This design comes from an exercise in tuning for small area on the open sky130 flow, not from production work.
At most, simulation tests tie the RTL to the original design; equivalence was not proved.
No activity file was given, so power comes from the tool's default toggle rates.

north:
==> module cmd_parser, before the edit <==
module cmd_parser (
	input  wire                     clk,
	input  wire                     rst,
	input  wire [7:0]               cmd_data,
	input  wire                     cmd_wr,
	output logic                    reg_wr,
	output logic [2:0]              reg_code,
	output logic [31:0]             reg_value
);
	localparam logic [7:0] MAX_LEN = 8'd5;
	localparam logic [2:0] ST_HUNT  = 3'd0;
	localparam logic [2:0] ST_LEN   = 3'd1;
	localparam logic [2:0] ST_ADDR  = 3'd2;
	localparam logic [2:0] ST_VALUE = 3'd3;
	localparam logic [2:0] ST_SKIP  = 3'd4;
	logic [2:0]  state;
	logic [7:0]  remain;
	logic [1:0]  byte_idx;
	logic        last_byte;
	logic        in_addr;
	logic        in_value;
	logic [7:0]  vbyte;
	logic [2:0]  code;
	assign last_byte = (remain[2:0] == 3'd1) && (state != ST_SKIP || remain[7:3] == 5'd0);
	assign in_addr  = cmd_wr & (state == ST_ADDR);
	assign in_value = cmd_wr & (state == ST_VALUE);
	assign code = (cmd_data[7:5] == 3'd0 && cmd_data[3:2] == 2'd0) ? {cmd_data[4], cmd_data[1:0]} : 3'd0;
	always_ff @(posedge clk) begin
		if (rst) begin
			state <= ST_HUNT;
			reg_wr <= 1'b0;
		end else begin
			reg_wr <= (in_addr | in_value) & last_byte;
			if (cmd_wr) begin
				case (state)
					ST_HUNT: begin
						if (cmd_data == 8'hAA)
							state <= ST_LEN;
					end
					ST_LEN: begin
						if (cmd_data == 8'd0)
							state <= ST_HUNT;
						else if (cmd_data > MAX_LEN)
							state <= ST_SKIP;
						else
							state <= ST_ADDR;
					end
					ST_ADDR: state <= last_byte ? ST_HUNT : ST_VALUE;
					ST_VALUE, ST_SKIP: begin
						if (last_byte)
							state <= ST_HUNT;
					end
					default: state <= ST_HUNT;
				endcase
			end
		end
	end
	assign byte_idx = remain[4:3];
	always_ff @(posedge clk) begin
		if (cmd_wr) begin
			if (state == ST_LEN)
				remain <= cmd_data;
			else if (state == ST_VALUE)
				remain <= {remain[7:5], remain[4:3] + 2'd1, remain[2:0] - 3'd1};
			else
				remain <= remain - 8'd1;
		end
	end
	assign vbyte = (in_addr | rst) ? 8'd0 : cmd_data;
	always_ff @(posedge clk) begin
		if (in_addr)
			reg_code <= code;
		for (int k = 0; k < 4; k++)
			if (in_addr | rst | (in_value & (byte_idx == 2'(k))))
				reg_value[8*k +: 8] <= vbyte;
	end
endmodule
==> module record_merger, before the edit <==
module record_merger (
	input  wire                    clk,
	input  wire                    rst,
	input  wire                    hit,
	input  wire [4-1:0] hit_mask,
	input  wire                    toggle,
	input  wire [4-1:0] laser_en,
	output logic                   rec_valid,
	output logic [31:0]            rec_data
);
	logic [26-1:0] stamp;
	logic [26-1:0] ts;
	logic                    park_valid;
	logic                    park_take;
	logic [4-1:0] park_mask;
	logic [2:0]              park_low;
	logic                    out_kind;
	logic [2:0]              out_low;
	logic [4-1:0] out_mask;
	logic                    borrow;
	logic [26-1:0] out_stamp;
	logic [26:0]   icy;
	logic [26-3:0] bcy;
	logic [26-4:0] out_hi;
	always_comb begin
		icy[0] = 1'b1;
		for (int b = 0; b < 26; b++) begin
			ts[b] = stamp[b] ^ icy[b];
			icy[b+1] = icy[b] & stamp[b];
		end
	end
	assign park_take = toggle & (hit | park_valid);
	always_ff @(posedge clk) begin
		if (rst) begin
			stamp <= '1;
			rec_valid <= 1'b0;
			park_valid <= 1'b0;
		end else begin
			stamp <= ts;
			rec_valid <= hit | toggle | park_valid;
			park_valid <= park_take | (park_valid & hit);
		end
	end
	always_ff @(posedge clk) begin
		if (park_take) begin
			park_mask <= laser_en;
			park_low <= ts[2:0];
		end
		out_kind <= ~hit;
		out_low <= (~hit & park_valid) ? park_low : ts[2:0];
		if (hit)
			out_mask <= hit_mask;
		else if (park_valid)
			out_mask <= park_mask;
		else
			out_mask <= laser_en;
	end
	assign borrow = (out_low > stamp[2:0]);
	assign out_stamp = {out_hi, out_low};
	localparam int HI = 26 - 3;
	localparam int NG = (HI + 3) / 4;
	logic [NG-1:0] gz;
	logic [NG-1:0] gb;
	always_comb begin
		for (int g = 0; g < NG; g++) begin
			gz[g] = 1'b1;
			for (int b = 4 * g; b < 4 * g + 4 && b < HI; b++)
				gz[g] = gz[g] & ~stamp[3 + b];
		end
		for (int g = 0; g < NG; g++) begin
			gb[g] = 1'b1;
			for (int h = 0; h < g; h++)
				gb[g] = gb[g] & gz[h];
		end
		for (int b = 0; b < HI; b++) begin
			bcy[b] = gb[b / 4];
			for (int c = 4 * (b / 4); c < b; c++)
				bcy[b] = bcy[b] & ~stamp[3 + c];
			out_hi[b] = stamp[3 + b] ^ (borrow & bcy[b]);
		end
	end
	assign rec_data = {out_kind, out_mask, 1'b0, out_stamp};
endmodule
Settings: LEC_CHECK=0, CAP_MARGIN=0, CORE_MARGIN=2, CORE_UTILIZATION=75, GPL_TIMING_DRIVEN=0, SLEW_MARGIN=0; clock period 5.0 ns.
standard.sh (not shown) runs the stock make flow with config.mk's settings and CLKGATE_MAP_FILE= SYNTH_SCRIPT=/design/flow/synth_recipe.tcl, a recipe that flattens the netlist after the stock synthesis.
==> flow/flow/run.sh <==
#!/bin/bash
# Layout flow: the standard ORFS flow with an area-oriented ABC mapping
# script, a coarser clock tree and small port buffers. Every other step is
# the standard one.
set -euo pipefail
HERE=$PWD
FLOWDIR=$HERE/flow

# Synthesis script: the standard flow's, with the final ABC call using our script
{
	head -n 1 synth_recipe.tcl
	cat <<'TCL'
proc abc {args} {
  set i [lsearch -exact $args -script]
  if { $i >= 0 } { lset args [expr {$i + 1}] $::env(MY_ABC_SCRIPT) }
  yosys abc {*}$args
}
TCL
	tail -n +2 synth_recipe.tcl
} > my_synth.tcl
export MY_ABC_SCRIPT=$FLOWDIR/abc_area.script

MAKELINE=$(grep '^make ' standard.sh)
MAKELINE=${MAKELINE//SYNTH_SCRIPT=$HERE\/synth_recipe.tcl/SYNTH_SCRIPT=$HERE\/my_synth.tcl}
MAKELINE=${MAKELINE%\"\$\{@:-finish\}\"}
echo "$MAKELINE" > make_cmd.txt

EXTRA=()
if [[ -f $FLOWDIR/extra.sh ]]; then source $FLOWDIR/extra.sh; fi

eval "$MAKELINE" '"${EXTRA[@]}"' finish > make.log 2>&1

RES=$(sed -n 's/.*WORK_HOME=\([^ ]*\).*/\1/p' make_cmd.txt)/results/sky130hd/timetag_top/base
: # left out here: write the final layout as DEF
==> flow/flow/abc_area.script <==
strash
dc2
dch
amap -F 10 -A 10
topo
stime -c
dnsize -c
==> flow/flow/extra.sh <==
EXTRA=(
	"ADDER_MAP_FILE="
	"CTS_ARGS=-sink_clustering_enable -repair_clock_nets -sink_clustering_size 10 -sink_clustering_max_diameter 50 -dont_use_dummy_load -buf_list sky130_fd_sc_hd__clkbuf_4"
	"BUFFER_PORTS_ARGS=-buffer_cell sky130_fd_sc_hd__buf_1"
)
> inputs changed (north -> south)
diff --git a/flow/design.v b/flow/design.v
--- a/flow/design.v
+++ b/flow/design.v
@@ -51,9 +51,9 @@
 	logic        in_addr;
 	logic        in_value;
 	logic [7:0]  vbyte;
 	logic [2:0]  code;
-	assign last_byte = (remain[2:0] == 3'd1) && (state != ST_SKIP || remain[7:3] == 5'd0);
+	assign last_byte = (remain == 8'd1);
 	assign in_addr  = cmd_wr & (state == ST_ADDR);
 	assign in_value = cmd_wr & (state == ST_VALUE);
 	assign code = (cmd_data[7:5] == 3'd0 && cmd_data[3:2] == 2'd0) ? {cmd_data[4], cmd_data[1:0]} : 3'd0;
 	always_ff @(posedge clk) begin
@@ -85,18 +85,19 @@
 				endcase
 			end
 		end
 	end
-	assign byte_idx = remain[4:3];
 	always_ff @(posedge clk) begin
 		if (cmd_wr) begin
 			if (state == ST_LEN)
 				remain <= cmd_data;
-			else if (state == ST_VALUE)
-				remain <= {remain[7:5], remain[4:3] + 2'd1, remain[2:0] - 3'd1};
 			else
 				remain <= remain - 8'd1;
 		end
+		if (in_addr)
+			byte_idx <= 2'd0;
+		else if (in_value)
+			byte_idx <= byte_idx + 2'd1;
 	end
 	assign vbyte = (in_addr | rst) ? 8'd0 : cmd_data;
 	always_ff @(posedge clk) begin
 		if (in_addr)
@@ -274,30 +275,16 @@
 			out_mask <= park_mask;
 		else
 			out_mask <= laser_en;
 	end
-	assign borrow = (out_low > stamp[2:0]);
+	always_ff @(posedge clk)
+		borrow <= ~hit & park_valid & (park_low > ts[2:0]);
 	assign out_stamp = {out_hi, out_low};
-	localparam int HI = 26 - 3;
-	localparam int NG = (HI + 3) / 4;
-	logic [NG-1:0] gz;
-	logic [NG-1:0] gb;
 	always_comb begin
-		for (int g = 0; g < NG; g++) begin
-			gz[g] = 1'b1;
-			for (int b = 4 * g; b < 4 * g + 4 && b < HI; b++)
-				gz[g] = gz[g] & ~stamp[3 + b];
-		end
-		for (int g = 0; g < NG; g++) begin
-			gb[g] = 1'b1;
-			for (int h = 0; h < g; h++)
-				gb[g] = gb[g] & gz[h];
-		end
-		for (int b = 0; b < HI; b++) begin
-			bcy[b] = gb[b / 4];
-			for (int c = 4 * (b / 4); c < b; c++)
-				bcy[b] = bcy[b] & ~stamp[3 + c];
-			out_hi[b] = stamp[3 + b] ^ (borrow & bcy[b]);
+		bcy[0] = borrow;
+		for (int b = 3; b < 26; b++) begin
+			out_hi[b-3] = stamp[b] ^ bcy[b-3];
+			bcy[b-2] = bcy[b-3] & ~stamp[b];
 		end
 	end
 	assign rec_data = {out_kind, out_mask, 1'b0, out_stamp};
 endmodule
Notes after the runs:
Between south and north, the setup slack is lower for south.
Looking at overall power of the completed layout, south sits 2.1% above north.
The run showing the smaller sequential cell fraction of total power is south.
Sequential power, south and north: lower on north
north → south: pre-CTS worst setup slack lower, register bit total from synthesis higher, layout overhead on the synthesized area higher, post-layout instance area higher.
south ended up with dfxtp_2 as its slowest stage cell on the critical path; north ended up with dfxtp_1.
Wire length on met1 in south is about 2.7% lower than in north
The worst hold slack of north and that of south are within noise of each other.
Re via count of the first global-routing pass: south and north aren't equal, and the lower value belongs to north.
Function not checked in south: the RTL went through the layout flow alone.

the previous run:
Another version of the RTL of timetag_top (not shown whole).
For scale: ~980 cells after synthesis, ~330 flip-flops, about 12000 um^2 of cells after synthesis.
==> module cmd_parser, before the edit <==
module cmd_parser (
	input  wire                     clk,
	input  wire                     rst,
	input  wire [7:0]               cmd_data,
	input  wire                     cmd_wr,
	output logic                    reg_wr,
	output logic [2:0]              reg_code,
	output logic [31:0]             reg_value
);
	localparam logic [7:0] MAX_LEN = 8'd5;
	localparam logic [2:0] ST_HUNT  = 3'd0;
	localparam logic [2:0] ST_LEN   = 3'd1;
	localparam logic [2:0] ST_ADDR  = 3'd2;
	localparam logic [2:0] ST_VALUE = 3'd3;
	localparam logic [2:0] ST_SKIP  = 3'd4;
	logic [2:0]  state;
	logic [7:0]  remain;
	logic [1:0]  byte_idx;
	logic        last_byte;
	logic        in_addr;
	logic        in_value;
	logic [7:0]  vbyte;
	logic [2:0]  code;
	assign last_byte = (remain == 8'd1);
	assign in_addr  = cmd_wr & (state == ST_ADDR);
	assign in_value = cmd_wr & (state == ST_VALUE);
	assign code = (cmd_data[7:5] == 3'd0 && cmd_data[3:2] == 2'd0) ? {cmd_data[4], cmd_data[1:0]} : 3'd0;
	always_ff @(posedge clk) begin
		if (rst) begin
			state <= ST_HUNT;
			reg_wr <= 1'b0;
		end else begin
			reg_wr <= (in_addr | in_value) & last_byte;
			if (cmd_wr) begin
				case (state)
					ST_HUNT: begin
						if (cmd_data == 8'hAA)
							state <= ST_LEN;
					end
					ST_LEN: begin
						if (cmd_data == 8'd0)
							state <= ST_HUNT;
						else if (cmd_data > MAX_LEN)
							state <= ST_SKIP;
						else
							state <= ST_ADDR;
					end
					ST_ADDR: state <= last_byte ? ST_HUNT : ST_VALUE;
					ST_VALUE, ST_SKIP: begin
						if (last_byte)
							state <= ST_HUNT;
					end
					default: state <= ST_HUNT;
				endcase
			end
		end
	end
	always_ff @(posedge clk) begin
		if (cmd_wr) begin
			if (state == ST_LEN)
				remain <= cmd_data;
			else
				remain <= remain - 8'd1;
		end
		if (in_addr)
			byte_idx <= 2'd0;
		else if (in_value)
			byte_idx <= byte_idx + 2'd1;
	end
	assign vbyte = (in_addr | rst) ? 8'd0 : cmd_data;
	always_ff @(posedge clk) begin
		if (in_addr)
			reg_code <= code;
		for (int k = 0; k < 4; k++)
			if (in_addr | rst | (in_value & (byte_idx == 2'(k))))
				reg_value[8*k +: 8] <= vbyte;
	end
endmodule
==> module photon_tagger, before the edit <==
module photon_tagger (
	input  wire                          clk,
	input  wire                          rst,
	input  wire [4-1:0]       detectors,
	input  wire                          wr_det,
	input  wire [4-1:0]       wr_mask,
	output logic                         hit,
	output logic [4-1:0]      hit_mask
);
	logic [4-1:0] det_en;
	logic [4-1:0] sync_a;
	logic [4-1:0] sync_b;
	logic [4-1:0] det_prev;
	logic [4-1:0] tag;
	logic [2:0]              dead [4];
	always_ff @(posedge clk) begin
		if (rst)
			det_en <= '0;
		else if (wr_det)
			det_en <= wr_mask;
	end
	always_ff @(posedge clk) begin
		sync_a <= detectors;
		sync_b <= sync_a;
		det_prev <= sync_b;
	end
	logic [4-1:0] fb;
	always_comb begin
		for (int i = 0; i < 4; i++) begin
			tag[i] = det_en[i] & sync_b[i] & ~det_prev[i] & (dead[i] == 3'b000);
			hit_mask[i] = (dead[i] == 3'b001);
			fb[i] = (~dead[i][2] & dead[i][0]) | (dead[i][2] & dead[i][1] & ~dead[i][0]);
		end
	end
	assign hit = |hit_mask;
	always_ff @(posedge clk) begin
		for (int i = 0; i < 4; i++)
			dead[i] <= rst ? 3'b000 : {dead[i][1:0], fb[i] | tag[i]};
	end
endmodule
==> module pulse_seq, before the edit <==
module pulse_seq (
	input  wire                          clk,
	input  wire                          rst,
	input  wire                          wr_run,
	input  wire                          wr_init,
	input  wire [4-1:0]       wr_timing,
	input  wire [31:0]                   reg_value,
	output logic [4-1:0]      laser_en,
	output logic                         toggle
);
	logic [4-1:0] run_mask;
	logic [4-1:0] run_next;
	logic [4-1:0] init_mask;
	logic [4-1:0] active;
	logic [4-1:0] flip;
	logic [4-1:0] load;
	logic [4-1:0] lvl;
	logic [31:0]             timing [4];
	assign run_next = wr_run ? reg_value[4-1:0] : run_mask;
	logic rst_d;
	always_ff @(posedge clk)
		rst_d <= rst;
	always_ff @(posedge clk) begin
		if (rst) begin
			run_mask <= '0;
			init_mask <= '0;
		end else begin
			run_mask <= run_next;
			if (wr_init)
				init_mask <= reg_value[4-1:0];
		end
		for (int i = 0; i < 4; i++)
			if (rst_d | wr_timing[i])
				timing[i] <= reg_value;
	end
	logic [15:0] ncnt [4];
	logic [15:0] ninc [4];
	logic [4-1:0] s_hi;
	logic [4-1:0] s_lo;
	always_comb begin
		for (int i = 0; i < 4; i++) begin
			active[i] = run_next[i] & run_mask[i];
			flip[i] = active[i] & (ncnt[i] == 16'hFFFE);
			load[i] = ~active[i] | flip[i];
			lvl[i] = active[i] ? ~laser_en[i] : init_mask[i];
			s_hi[i] = load[i] & lvl[i];
			s_lo[i] = load[i] & ~lvl[i];
			ninc[i] = ncnt[i] + 16'd1;
		end
	end
	always_ff @(posedge clk) begin
		if (rst) begin
			laser_en <= '0;
			toggle <= 1'b0;
		end else begin
			toggle <= |flip;
			for (int i = 0; i < 4; i++)
				if (load[i])
					laser_en[i] <= lvl[i];
		end
		for (int i = 0; i < 4; i++)
			ncnt[i] <= ~(({16{s_hi[i]}} & timing[i][31:16]) |
			             ({16{s_lo[i]}} & timing[i][15:0]) |
			             ({16{~load[i]}} & ~ninc[i]));
	end
endmodule
Settings: LEC_CHECK=0, CAP_MARGIN=0, CORE_MARGIN=2, CORE_UTILIZATION=60, GPL_TIMING_DRIVEN=0, SLEW_MARGIN=0; clock period 5.0 ns.
==> flow/flow/extra.sh <==
EXTRA=(
	"ADDER_MAP_FILE="
	"CTS_ARGS=-sink_clustering_enable -repair_clock_nets -sink_clustering_size 16 -sink_clustering_max_diameter 60 -dont_use_dummy_load -buf_list sky130_fd_sc_hd__clkbuf_8"
	"BUFFER_PORTS_ARGS=-buffer_cell sky130_fd_sc_hd__buf_1"
)
Scripts as last shown in full above: flow/flow/run.sh, flow/flow/abc_area.script
The previous run did not stop at any stage, and its layout met the timing, DRC and antenna checks.
Here is what was changed in the inputs of the current run compared with the previous run.
--- a/flow/design.v
+++ b/flow/design.v
@@ -97,14 +97,14 @@
 			byte_idx <= 2'd0;
 		else if (in_value)
 			byte_idx <= byte_idx + 2'd1;
 	end
-	assign vbyte = (in_addr | rst) ? 8'd0 : cmd_data;
+	assign vbyte = in_addr ? 8'd0 : cmd_data;
 	always_ff @(posedge clk) begin
 		if (in_addr)
 			reg_code <= code;
 		for (int k = 0; k < 4; k++)
-			if (in_addr | rst | (in_value & (byte_idx == 2'(k))))
+			if (in_addr | (in_value & (byte_idx == 2'(k))))
 				reg_value[8*k +: 8] <= vbyte;
 	end
 endmodule
 `default_nettype wire
@@ -135,20 +135,21 @@
 		sync_a <= detectors;
 		sync_b <= sync_a;
 		det_prev <= sync_b;
 	end
-	logic [4-1:0] fb;
 	always_comb begin
 		for (int i = 0; i < 4; i++) begin
-			tag[i] = det_en[i] & sync_b[i] & ~det_prev[i] & (dead[i] == 3'b000);
-			hit_mask[i] = (dead[i] == 3'b001);
-			fb[i] = (~dead[i][2] & dead[i][0]) | (dead[i][2] & dead[i][1] & ~dead[i][0]);
+			tag[i] = det_en[i] & sync_b[i] & ~det_prev[i] & (dead[i] == 3'd0);
+			hit_mask[i] = (dead[i] == 3'd7);
 		end
 	end
 	assign hit = |hit_mask;
 	always_ff @(posedge clk) begin
-		for (int i = 0; i < 4; i++)
-			dead[i] <= rst ? 3'b000 : {dead[i][1:0], fb[i] | tag[i]};
+		for (int i = 0; i < 4; i++) begin
+			dead[i][0] <= ~rst & (tag[i] | (~dead[i][0] & (dead[i][1] | dead[i][2])));
+			dead[i][1] <= ~rst & (tag[i] | (dead[i][1] ^ ~dead[i][0]) & (dead[i][0] | dead[i][2]));
+			dead[i][2] <= ~rst & (tag[i] | (dead[i][2] & (dead[i][1] | dead[i][0])));
+		end
 	end
 endmodule
 `default_nettype wire
 `timescale 1ns/1ps
@@ -169,13 +170,12 @@
 	logic [4-1:0] active;
 	logic [4-1:0] flip;
 	logic [4-1:0] load;
 	logic [4-1:0] lvl;
+	logic [31:0]             wvalue;
 	logic [31:0]             timing [4];
 	assign run_next = wr_run ? reg_value[4-1:0] : run_mask;
-	logic rst_d;
-	always_ff @(posedge clk)
-		rst_d <= rst;
+	assign wvalue = rst ? 32'd0 : reg_value;
 	always_ff @(posedge clk) begin
 		if (rst) begin
 			run_mask <= '0;
 			init_mask <= '0;
@@ -184,10 +184,10 @@
 			if (wr_init)
 				init_mask <= reg_value[4-1:0];
 		end
 		for (int i = 0; i < 4; i++)
-			if (rst_d | wr_timing[i])
-				timing[i] <= reg_value;
+			if (rst | wr_timing[i])
+				timing[i] <= wvalue;
 	end
 	logic [15:0] ncnt [4];
 	logic [15:0] ninc [4];
 	logic [4-1:0] s_hi;
Notes after the runs:
The final layout from the current run, which completed every stage, passed the timing, DRC and antenna checks at the end of the flow. On largest voltage drop on the vdd net: between the previous run and the current run, it ends up lower for the current run. The current run ended up with a higher via count of the first global-routing pass than the previous run did. ~same global-route wire length before repair in the previous run and the current run. Delta (the current run minus the previous run): clock slew seen by the registers of the worst setup and hold paths shows no meaningful change, final period demand of the worst path now sits lower, non-clock buffer count moved up, design area now larger. The previous run → the current run: number of nets still failing antenna checks after routing about even, final total power went down. Looking at final standard cell count with taps included and fillers excluded, the current run sits 42 higher than the previous run does. Between the previous run and the current run, the difference in via count is negligible. When the final numbers for the previous run and the current run were put side by side, the final period utilization turned out to be smaller in the current run. Met1 layer usage reported by global route: the current run vs the previous run down 3.9 points. Sequential cell area fraction in the yosys report ended up 1.5 points lower on the current run than on the previous run.

[re-timing with driven ports]
In the flow no input, the clock included, has a driving cell. The finished layouts below were timed again as built, in two steps.
Step 1, drivers: a clkbuf_16 drives clk and a buf_2 each remaining input, both assumed.
Step 2, shift: input delay + t, output delay - t, t = (earliest + latest rising clock arrival at the registers) / 2. This alone moves slack from input paths to output paths.
Slacks: ideal / step 1 / step 2; pairs: ideal / step 1.
run | shift t [ns] | slack for setup (ns) | hold WS [ns] | worst setup path after step 2
north | 0.644 | 0.481 / 0.445 / 0.908 | 0.338 / 0.338 / 0.338 | register to register
south | 0.646 | 0.294 / 0.256 / 0.638 | 0.339 / 0.339 / 0.339 | register to register
the previous run | 0.571 | 0.504 / 0.462 / 0.843 | 0.335 / 0.335 / 0.335 | input to register
the current run | 0.566 | 0.522 / 0.479 / 0.753 | 0.331 / 0.331 / 0.331 | register to register
After both steps setup and hold are still met in every run listed.
